Background: an optimization exercise with open tools, aiming at small area. Do not read the settings as production practice.
RTL that was checked went through simulation tests only; none was proved equivalent to the original.

rev 12:
## serial_parallel_converter
module serial_parallel_converter #(
    parameter int unsigned parallelWidth = 512,
    parameter int unsigned serialWidth   = 8
) (
    input  logic                                              clk,
    input  logic                                              rst,
    input  logic [serialWidth-1:0]                            inData,
    input  logic                                              inDataPresent,
    input  logic                                              inDataStartOfFrame,
    input  logic                                              inDataEndOfFrame,
    input  logic                                              inDataError,
    output logic [parallelWidth-1:0]                          outData,
    output logic                                              outValid,
    input  logic                                              outReady,
    output logic                                              outStartOfFrame,
    output logic                                              outEndOfFrame,
    output logic                                              outError,
    output logic [$clog2(parallelWidth/serialWidth):0]        outBytes,
    output logic                                              overflow
);
    localparam int unsigned N  = parallelWidth / serialWidth;
    localparam int unsigned LW = $clog2(N);
    localparam int unsigned CW = LW + 1;
    localparam int unsigned SW = serialWidth;
    logic [LW-1:0] cnt_q;       
    logic          fill_q;      
    logic          err_q;
    logic          wsof_q;
    logic          clr_q;       
    logic          ovn_q;       
    logic          hold_c, slot_c, accept_c, partial_c, complete_c, cnt_zero_c, last_c;
    logic          load_c, load_word_c, drop_c, wr_c, wr0_c, load_d_c;
    logic [LW-1:0] lane_c;
    logic [CW-1:0] new_cnt_c;
    logic          new_err_c, new_sof_c;
    logic [N-1:0]  wr_k_c, keep_k_c;
    assign cnt_zero_c = (cnt_q == '0);
    assign accept_c   = inDataPresent && (inDataStartOfFrame || fill_q);
    assign partial_c  = inDataPresent && inDataStartOfFrame && !cnt_zero_c;
    assign lane_c     = inDataStartOfFrame ? '0 : cnt_q;
    assign last_c     = (lane_c == LW'(N - 1));
    assign new_cnt_c  = {1'b0, lane_c} + CW'(1);
  ...
Size: roughly 2600 cells after synthesis, about 1000 flip-flops, ~540 I/O pins, ~0.033 sq mm of cells after synthesis.
==> module serial_parallel_converter, before the edit <==
module serial_parallel_converter #(
    parameter int unsigned parallelWidth = 512,
    parameter int unsigned serialWidth   = 8
) (
    input  logic                                              clk,
    input  logic                                              rst,
    input  logic [serialWidth-1:0]                            inData,
    input  logic                                              inDataPresent,
    input  logic                                              inDataStartOfFrame,
    input  logic                                              inDataEndOfFrame,
    input  logic                                              inDataError,
    output logic [parallelWidth-1:0]                          outData,
    output logic                                              outValid,
    input  logic                                              outReady,
    output logic                                              outStartOfFrame,
    output logic                                              outEndOfFrame,
    output logic                                              outError,
    output logic [$clog2(parallelWidth/serialWidth):0]        outBytes,
    output logic                                              overflow
);
    localparam int unsigned N  = parallelWidth / serialWidth;
    localparam int unsigned LW = $clog2(N);
    localparam int unsigned CW = LW + 1;
    localparam int unsigned SW = serialWidth;
    logic [LW-1:0] cnt_q;       
    logic          fill_q;      
    logic          err_q;
    logic          wsof_q;
    logic          clr_q;       
    logic          ovn_q;       
    logic          hold_c, slot_c, accept_c, partial_c, complete_c, cnt_zero_c, last_c;
    logic          load_c, load_word_c, drop_c, wr_c, wr0_c, load_d_c;
    logic [LW-1:0] lane_c;
    logic [CW-1:0] new_cnt_c;
    logic          new_err_c, new_sof_c;
    logic [N-1:0]  wr_k_c, keep_k_c;
    assign cnt_zero_c = (cnt_q == '0);
    assign accept_c   = inDataPresent && (inDataStartOfFrame || fill_q);
    assign partial_c  = inDataPresent && inDataStartOfFrame && !cnt_zero_c;
    assign lane_c     = inDataStartOfFrame ? '0 : cnt_q;
    assign last_c     = (lane_c == LW'(N - 1));
    assign new_cnt_c  = {1'b0, lane_c} + CW'(1);
    assign complete_c = accept_c && (last_c || inDataEndOfFrame);
    assign new_err_c  = inDataStartOfFrame ? inDataError : (err_q || inDataError);
    assign new_sof_c  = inDataStartOfFrame || wsof_q;
    assign hold_c      = outValid && !outReady;
    assign slot_c      = !hold_c;
    assign load_word_c = complete_c && slot_c && !partial_c;
    assign load_c      = (partial_c && slot_c) || load_word_c;
    assign drop_c      = (partial_c && !slot_c) || (complete_c && !load_word_c);
    assign load_d_c    = ovn_q || outReady;
    assign wr_c  = accept_c && !inDataStartOfFrame;
    assign wr0_c = accept_c && (inDataStartOfFrame || cnt_zero_c);
    always_comb begin
        for (int k = 0; k < int'(N); k++) begin
            wr_k_c[k]   = wr_c && (cnt_q == LW'(k));
            keep_k_c[k] = !(clr_q || wr_k_c[k]);
        end
    end
    logic [parallelWidth-1:0] lanes_q;    
    genvar g;
    generate
        for (g = 1; g < int'(N) - 1; g++) begin : g_lane
            s2p_lane #(.W(SW)) u_lane (
                .clk  (clk),
                .wr   (wr_k_c[g]),
                .keep (keep_k_c[g]),
                .bus  (inData),
                .hold (hold_c),
                .load (load_d_c),
                .q    (lanes_q[g*SW +: SW])
            );
        end
    endgenerate
    assign lanes_q[SW-1:0]               = '0;
    assign lanes_q[parallelWidth-1 -: SW] = '0;
    logic [SW-1:0] acc0_q, nxt0_c, out0_q;
    logic [SW-1:0] outl_q;
    logic          wrl_c;
    assign nxt0_c = wr0_c ? inData : acc0_q;
    assign wrl_c  = wr_k_c[N-1] && load_d_c;
    assign outData = {outl_q, lanes_q[parallelWidth-SW-1:SW], out0_q};
    always_ff @(posedge clk) begin
        acc0_q <= nxt0_c;
        outl_q <= (outl_q & {SW{hold_c}}) | (inData & {SW{wrl_c}});
        if (!hold_c) begin
            out0_q <= partial_c ? acc0_q : nxt0_c;
            if (partial_c) begin
                outBytes        <= {1'b0, cnt_q};
                outStartOfFrame <= wsof_q;
                outEndOfFrame   <= 1'b1;
                outError        <= 1'b1;
            end else begin
                outBytes        <= new_cnt_c;
                outStartOfFrame <= new_sof_c;
                outEndOfFrame   <= inDataEndOfFrame;
                outError        <= new_err_c;
            end
        end
    end
    always_ff @(posedge clk) begin
        if (rst) begin
            fill_q   <= 1'b0;
            cnt_q    <= '0;
            clr_q    <= 1'b1;
            outValid <= 1'b0;
            ovn_q    <= 1'b1;
            overflow <= 1'b0;
        end else begin
            outValid <= hold_c || load_c;
            ovn_q    <= !(hold_c || load_c);
            overflow <= overflow || drop_c;
            clr_q    <= partial_c || complete_c;
            if (accept_c) begin
                if (complete_c) begin
                    cnt_q  <= '0;
                    fill_q <= inDataEndOfFrame ? 1'b0 : (slot_c && !partial_c);
                end else begin
                    cnt_q  <= new_cnt_c[LW-1:0];
                    fill_q <= 1'b1;
                end
            end
        end
    end
    always_ff @(posedge clk) begin
        if (accept_c) begin
            err_q  <= new_err_c;
            wsof_q <= complete_c ? 1'b0 : new_sof_c;
        end
    end
endmodule
==> flow/config.mk <==
export PLATFORM = sky130hd
export DESIGN_NAME = serial_parallel_converter
export DESIGN_NICKNAME = serial_parallel_converter
export VERILOG_FILES = /design/flow/design.v
export SDC_FILE = /design/flow/constraint.sdc
export NUM_CORES = 4
export LEC_CHECK = 0
export CAP_MARGIN = 20
export CORE_MARGIN = 2
export CORE_UTILIZATION = 55
export SLEW_MARGIN = 20
export SYNTH_HIERARCHICAL = 1
==> flow/constraint.sdc <==
create_clock -name core_clock -period 4.0 [get_ports {clk}]
set_input_delay 0.8000 -clock core_clock [delete_from_list [all_inputs] [get_ports {clk}]]
set_output_delay 0.8000 -clock core_clock [all_outputs]
set_load 0.01 [all_outputs]
standard.sh (not shown) runs the stock make flow with config.mk's settings and CLKGATE_MAP_FILE= SYNTH_SCRIPT=/design/flow/synth_recipe.tcl, a recipe that flattens the netlist after the stock synthesis.
==> flow/flow/run.sh <==
#!/bin/bash
# Standard ORFS layout with two changes: the port buffers are the smallest buffer
# (buf_1) and the clock tree uses the buffers and clustering given below, without dummy loads.
set -euo pipefail
export BUFFER_PORTS_ARGS="-buffer_cell sky130_fd_sc_hd__buf_1"
export CTS_ARGS="-sink_clustering_enable -repair_clock_nets -dont_use_dummy_load -buf_list sky130_fd_sc_hd__clkbuf_16 -sink_clustering_size 25 -sink_clustering_max_diameter 80"
bash standard.sh > make_finish.log 2>&1
diff inputs: rev 12 => rev 13
diff --git a/flow/design.v b/flow/design.v
--- a/flow/design.v
+++ b/flow/design.v
@@ -30,13 +30,14 @@
     logic          ovn_q;       
     logic          hold_c, slot_c, accept_c, partial_c, complete_c, cnt_zero_c, last_c;
     logic          load_c, load_word_c, drop_c, wr_c, wr0_c, load_d_c;
     logic [LW-1:0] lane_c;
     logic [CW-1:0] new_cnt_c;
     logic          new_err_c, new_sof_c;
-    logic [N-1:0]  wr_k_c, keep_k_c;
+    logic [N-1:0]  wr_k_c;
+    logic          keep_c;
     assign cnt_zero_c = (cnt_q == '0);
     assign accept_c   = inDataPresent && (inDataStartOfFrame || fill_q);
     assign partial_c  = inDataPresent && inDataStartOfFrame && !cnt_zero_c;
     assign lane_c     = inDataStartOfFrame ? '0 : cnt_q;
     assign last_c     = (lane_c == LW'(N - 1));
     assign new_cnt_c  = {1'b0, lane_c} + CW'(1);
@@ -50,24 +51,24 @@
     assign drop_c      = (partial_c && !slot_c) || (complete_c && !load_word_c);
     assign load_d_c    = ovn_q || outReady;
     assign wr_c  = accept_c && !inDataStartOfFrame;
     assign wr0_c = accept_c && (inDataStartOfFrame || cnt_zero_c);
     always_comb begin
         for (int k = 0; k < int'(N); k++) begin
-            wr_k_c[k]   = wr_c && (cnt_q == LW'(k));
-            keep_k_c[k] = !(clr_q || wr_k_c[k]);
+            wr_k_c[k] = wr_c && (cnt_q == LW'(k));
         end
     end
+    assign keep_c = !clr_q;
     logic [parallelWidth-1:0] lanes_q;    
     genvar g;
     generate
         for (g = 1; g < int'(N) - 1; g++) begin : g_lane
             s2p_lane #(.W(SW)) u_lane (
                 .clk  (clk),
                 .wr   (wr_k_c[g]),
-                .keep (keep_k_c[g]),
+                .keep (keep_c),
                 .bus  (inData),
                 .hold (hold_c),
                 .load (load_d_c),
                 .q    (lanes_q[g*SW +: SW])
             );
         end
Results
Routed wire length, rev 13 and rev 12: smaller value in rev 13
Rev 13 against rev 12: met1 layer usage reported by global route shows an increase of 1.6 points; final estimated routing congestion in global placement shows no meaningful change; sequential share of layout area shows an increase of 0.43 points; total routing resource utilization after global routing shows a reduction of 0.27 points.
Of rev 13 and rev 12, the higher highest cell delay on the worst timing path belongs to rev 13.
Rev 13 -> rev 12: number of slew-limit violations in the final report flat
Between rev 12 and rev 13, the flow reports synthesized area decreasing slightly.
Rev 13 ends up with a placed wire-length estimate that is 3.0 mm lower than in rev 12.
Minimum period implied by the final worst setup slack: rev 13 < rev 12
Rev 13: portion of the clock cycle consumed by the worst path in the final layout lower than rev 12
Rev 13 completed end to end with timing, DRC and antenna clean.
The number of vias in the routed layout of rev 13 was superior to that of rev 12.
Summary — number of non-filler instances in the completed layout, rev 13 relative to rev 12: lower, by 74.
For rev 12, only the layout was checked, not whether the RTL still works.

port drivers added, routing unchanged:
The flow's constraints put no driver on any port. The routed layouts listed below were extracted and timed again, unchanged, in two steps.
Step 1 assumes that a clkbuf_16 drives the clock port and a buf_2 every other input.
Step 2 moves the port delays by t, midway between the first and last clock arrival at a register: inputs arrive t later, outputs are due t later. That takes back most of the time a late clock gives input paths.
a / b / c = no drivers / after step 1 / after step 2; a / b = the first two.
run | shift t [ns] | slack for setup (ns) | worst data-port slew with drivers (ns) | cell pins on the clock port's net
rev 12 | 0.675 | 0.934 / 0.934 / 0.301 | 0.12 | 1
rev 13 | 0.661 | 1.314 / 1.314 / 0.839 | 0.10 | 1
After both steps every run listed still meets setup and hold. The setup slack of rev 12, which loses most, moves by 0.000 ns with the drivers and by -0.633 ns with both steps.
